From an optimization exercise on the open Yosys and OpenROAD flow, aimed at small area, a short achievable clock period and few clock cycles per item; shortcuts taken in it are not production practice. The RTL was checked by simulation tests, not by an equivalence proof against the original design. Power and IR drop assume default switching activity.

==> flow/design.v <==
package polymul_pkg;
	localparam int GF_M = 8;                           
	localparam logic [GF_M-1:0] FIELD_POLY = 8'h1B;   
	localparam int COEFS = 5;                          
	localparam int DEPTH = 8;                          
	localparam int ADDR_W = 3;
	localparam int WORD_W = COEFS * GF_M;
	localparam int STEPS = DEPTH * DEPTH;              
	localparam int BUS_ADR_W = 5;                      
	localparam logic [1:0] REGION_A = 2'd0;
	localparam logic [1:0] REGION_B = 2'd1;
	localparam logic [1:0] REGION_C = 2'd2;
	localparam logic [1:0] REGION_CTRL = 2'd3;
	localparam int STAT_BUSY = 0;                      
	localparam int STAT_DONE = 1;
	typedef logic [GF_M-1:0] coef_t;
	typedef union packed {
		logic [WORD_W-1:0] raw;
		coef_t [COEFS-1:0] coef;
	} poly_word_u;
	typedef struct packed {
		logic cyc;
		logic stb;
		logic we;
		logic [BUS_ADR_W-1:0] adr;
		logic [WORD_W-1:0] dat;
	} wb_req_t;
	typedef struct packed {
		logic ack;
		logic [WORD_W-1:0] dat;
	} wb_rsp_t;
	typedef struct packed {
		logic en;
		logic [ADDR_W-1:0] addr;
		poly_word_u data;
	} mem_wr_t;
endpackage
module gf_kpre (
	input logic [7:0] a,
	output logic [26:0] p
);
	function automatic logic [2:0] pre2(input logic [1:0] y);
		pre2 = {y[1] ^ y[0], y[1], y[0]};
	endfunction
	function automatic logic [8:0] pre4(input logic [3:0] x);
		pre4 = {pre2(x[3:2] ^ x[1:0]), pre2(x[3:2]), pre2(x[1:0])};
	endfunction
	assign p = {pre4(a[7:4] ^ a[3:0]), pre4(a[7:4]), pre4(a[3:0])};
endmodule
module gf_kpost (
	input logic [26:0] d,
	output logic [7:0] p
);
	function automatic logic [2:0] post2(input logic [2:0] e);
		post2 = {e[1], e[0] ^ e[1] ^ e[2], e[0]};
	endfunction
	function automatic logic [6:0] post4(input logic [8:0] e);
		logic [2:0] l, h, m;
		l = post2(e[2:0]);
		h = post2(e[5:3]);
		m = post2(e[8:6]);
		post4 = {4'b0, l} ^ {2'b0, m ^ l ^ h, 2'b0} ^ {h, 4'b0};
	endfunction
	logic [6:0] l, h, m;
	logic [14:0] w;
	always_comb begin
		l = post4(d[8:0]);
		h = post4(d[17:9]);
		m = post4(d[26:18]);
		w = {8'b0, l} ^ {4'b0, m ^ l ^ h, 4'b0} ^ {h, 8'b0};
		for (int i = 14; i >= 8; i--)
			if (w[i])
				w = w ^ (15'h11B << (i - 8));
		p = w[7:0];
	end
endmodule
module gf_mac_array (
	input logic clk,
	input logic [319:0] a,
	input logic [319:0] b,
	output logic [15:0] c
);
	localparam int N = 40;
	logic [26:0] ap [N];
	logic [26:0] bp [N];
	logic [26:0] d [2];
	logic [26:0] d_q [2];
	for (genvar i = 0; i < N; i++) begin : g_pre
		gf_kpre u_pa (.a(a[8*i +: 8]), .p(ap[i]));
		gf_kpre u_pb (.a(b[8*i +: 8]), .p(bp[i]));
	end
	logic [26:0] t [2][64];
	always_comb begin
		for (int r = 0; r < 2; r++) begin
			for (int i = 0; i < 64; i++)
				t[r][i] = (i < N) ? (ap[i] & bp[(r - i + N) % N]) : '0;
			for (int w = 32; w >= 1; w = w / 2)
				for (int k = 0; k < w; k++)
					t[r][k] = t[r][2*k] ^ t[r][2*k+1];
			d[r] = t[r][0];
		end
	end
	always_ff @(posedge clk) begin
		d_q[0] <= d[0];
		d_q[1] <= d[1];
	end
	for (genvar r = 0; r < 2; r++) begin : g_post
		gf_kpost u_post (.d(d_q[r]), .p(c[8*r +: 8]));
	end
endmodule
module polymul_wb (
	input logic clk,
	input logic rst_b,
	input logic wb_cyc_i,
	input logic wb_stb_i,
	input logic wb_we_i,
	input logic [4:0] wb_adr_i,
	input logic [39:0] wb_dat_i,
	output logic wb_ack_o,
	output logic [39:0] wb_dat_o
);
	localparam logic [1:0] R_A = 2'd0, R_B = 2'd1, R_C = 2'd2, R_CTRL = 2'd3;
	localparam int LAST = 20;           
	logic [319:0] a_mem;
	logic [319:0] b_mem;
	logic [319:0] c_mem;
	logic [15:0] c_new;
	logic busy, done;
	logic [4:0] cnt;
	logic busy_n, done_n;
	logic req, start, hit, rot;
	logic [1:0] rg;
	logic [2:0] wd;
	logic [39:0] rdat;
	logic [1:0] t_rg;
	logic [2:0] t_wd;
	logic [4:0] m1, m0;                 
	logic [4:0] m1_n, m0_n;
	logic [1:0] t_rg_n;
	logic [2:0] t_wd_n;
	logic [39:0] rdat_n;
	assign req = wb_cyc_i & wb_stb_i;
	assign rg = wb_adr_i[4:3];
	assign wd = wb_adr_i[2:0];
	assign hit = &((wb_adr_i & m1) | (~wb_adr_i & m0));
	assign start = req & wb_we_i & (rg == R_CTRL) & ~busy;
	assign rot = start | (busy & (cnt != 5'(LAST)));
	assign wb_ack_o = req & (wb_we_i | hit);
	assign wb_dat_o = rdat;
	always_comb begin
		busy_n = busy;
		done_n = done;
		if (!rst_b) begin
			busy_n = 1'b0;
			done_n = 1'b0;
		end else if (start) begin
			busy_n = 1'b1;
			done_n = 1'b0;
		end else if (busy && cnt == 5'(LAST)) begin
			busy_n = 1'b0;
			done_n = 1'b1;
		end
	end
	always_ff @(posedge clk) begin
		busy <= busy_n;
		done <= done_n;
		if (!rst_b || start)
			cnt <= 5'd1;
		else if (busy)
			cnt <= cnt + 1'b1;
	end
	always_ff @(posedge clk) begin
		for (int w = 0; w < 8; w++)
			if (req && wb_we_i && rg == R_A && wd == 3'(w) && !busy)
				a_mem[40*w +: 40] <= wb_dat_i;
	end
	always_ff @(posedge clk) begin
		if (rot)
			b_mem <= {b_mem[15:0], b_mem[319:16]};
		else
			for (int w = 0; w < 8; w++)
				if (req && wb_we_i && rg == R_B && wd == 3'(w))
					b_mem[40*w +: 40] <= wb_dat_i;
	end
	gf_mac_array u_mac (
		.clk(clk),
		.a(a_mem),
		.b(b_mem),
		.c(c_new)
	);
	always_ff @(posedge clk) begin
		if (busy)
			c_mem <= {c_new, c_mem[319:16]};
	end
	always_comb begin
		t_rg_n = t_rg;
		t_wd_n = t_wd;
		if (!rst_b || (req && wb_we_i)) begin
			t_rg_n = R_CTRL;
		end else if (req && !hit) begin
			t_rg_n = rg;
			t_wd_n = wd;
		end else if (req) begin
			case (t_rg)
				R_A, R_C: t_wd_n = t_wd + 1'b1;
				R_CTRL: if (rdat[1]) begin
					t_rg_n = R_C;
					t_wd_n = '0;
				end
				default: ;
			endcase
		end
		case (t_rg_n)
			R_A: rdat_n = a_mem[40*t_wd_n +: 40];
			R_C: rdat_n = c_mem[40*t_wd_n +: 40];
			R_CTRL: rdat_n = {38'b0, done_n, busy_n};
			default: rdat_n = '0;
		endcase
	end
	assign m1_n = {t_rg_n, t_rg_n[0] ? 3'b111 : t_wd_n};
	assign m0_n = {~t_rg_n, t_rg_n[0] ? 3'b111 : ~t_wd_n};
	always_ff @(posedge clk) begin
		t_rg <= t_rg_n;
		t_wd <= t_wd_n;
		m1 <= m1_n;
		m0 <= m0_n;
		rdat <= rdat_n;
	end
endmodule
==> flow/config.mk <==
export PLATFORM = sky130hd
export DESIGN_NAME = polymul_wb
export DESIGN_NICKNAME = polymul_wb
export VERILOG_FILES = /design/flow/design.v
export SDC_FILE = /design/flow/constraint.sdc
export NUM_CORES = 4
export LEC_CHECK = 0
export ABC_CLOCK_PERIOD_IN_PS = 3500
export CAP_MARGIN = 20
export CORE_MARGIN = 2
export CORE_UTILIZATION = 25
export PLACE_DENSITY = 0.4
export SETUP_SLACK_MARGIN = 3.4
export SLEW_MARGIN = 20
==> flow/constraint.sdc <==
create_clock -name core_clock -period 7.0 [get_ports {clk}]
set_input_delay 1.4000 -clock core_clock [delete_from_list [all_inputs] [get_ports {clk}]]
set_output_delay 1.4000 -clock core_clock [all_outputs]
set_load 0.01 [all_outputs]
standard.sh (not shown) runs the stock make flow with config.mk's settings and CLKGATE_MAP_FILE= SYNTH_SCRIPT=/design/flow/synth_recipe.tcl, a recipe that flattens the netlist after the stock synthesis.
==> flow/flow/run.sh <==
#!/bin/bash
# The standard layout, except that the port buffers are buf_4 cells
# rather than the delay-buffer cells buffer_ports picks by default.
set -euo pipefail
export BUFFER_PORTS_ARGS="-buffer_cell sky130_fd_sc_hd__buf_4"
bash standard.sh > layout.log 2>&1
Testbench counts at the start, summed over its fixed seeds: cycles 2,208, runs 48.
Edit:
--- a/flow/design.v
+++ b/flow/design.v
@@ -81,33 +81,41 @@
 	output logic [15:0] c
 );
 	localparam int N = 40;
 	logic [26:0] ap [N];
 	logic [26:0] bp [N];
+	logic [26:0] h [2][3];
+	logic [26:0] h_q [2][3];
 	logic [26:0] d [2];
-	logic [26:0] d_q [2];
 	for (genvar i = 0; i < N; i++) begin : g_pre
 		gf_kpre u_pa (.a(a[8*i +: 8]), .p(ap[i]));
 		gf_kpre u_pb (.a(b[8*i +: 8]), .p(bp[i]));
 	end
 	logic [26:0] t [2][64];
 	always_comb begin
 		for (int r = 0; r < 2; r++) begin
 			for (int i = 0; i < 64; i++)
 				t[r][i] = (i < N) ? (ap[i] & bp[(r - i + N) % N]) : '0;
-			for (int w = 32; w >= 1; w = w / 2)
+			for (int w = 32; w >= 4; w = w / 2)
 				for (int k = 0; k < w; k++)
 					t[r][k] = t[r][2*k] ^ t[r][2*k+1];
-			d[r] = t[r][0];
+			h[r][0] = t[r][0];
+			h[r][1] = t[r][1];
+			h[r][2] = t[r][2];
 		end
 	end
 	always_ff @(posedge clk) begin
-		d_q[0] <= d[0];
-		d_q[1] <= d[1];
+		for (int r = 0; r < 2; r++)
+			for (int k = 0; k < 3; k++)
+				h_q[r][k] <= h[r][k];
+	end
+	always_comb begin
+		d[0] = h_q[0][0] ^ h_q[0][1] ^ h_q[0][2];
+		d[1] = h_q[1][0] ^ h_q[1][1] ^ h_q[1][2];
 	end
 	for (genvar r = 0; r < 2; r++) begin : g_post
-		gf_kpost u_post (.d(d_q[r]), .p(c[8*r +: 8]));
+		gf_kpost u_post (.d(d[r]), .p(c[8*r +: 8]));
 	end
 endmodule
 module polymul_wb (
 	input logic clk,
 	input logic rst_b,
The changed run completed without violations.
Cell count decreases by a few percent.
Power increases by a few percent.
Routed wire length decreases by a quarter to a third.
Core utilization decreases by 3.9 points.
Fmax increases slightly.
Global-route usage decreases by 15 points.
Synthesized cell count increases slightly.
Testbench counts after the change, summed over its fixed seeds: cycles 2,208, runs 48.

static timing again, ports no longer ideal:
The results above use ideal ports. As a check the final layouts listed here were re-extracted and re-timed, cells and wires unchanged. Step 1, drivers: a clkbuf_16 drives clk and a buf_2 each remaining input, both assumed. Step 2 moves the port delays by t, midway between the first and last clock arrival at a register: inputs arrive t later, outputs are due t later. That takes back most of the time a late clock gives input paths. Three values: ideal, step 1, step 2; two values: the first two.
run | t, ns | setup WS [ns] | worst setup path at the end | cell pins on the clock port's net
the first run | 1.007 | 3.037 / 3.037 / 2.418 | input to register | 1
the second run | 0.961 | 3.067 / 3.067 / 2.388 | input to register | 1
After both steps every run listed still meets setup and hold. For the second run, which loses most, drivers alone change the setup slack by 0.000 ns; drivers and shift together by -0.679 ns.
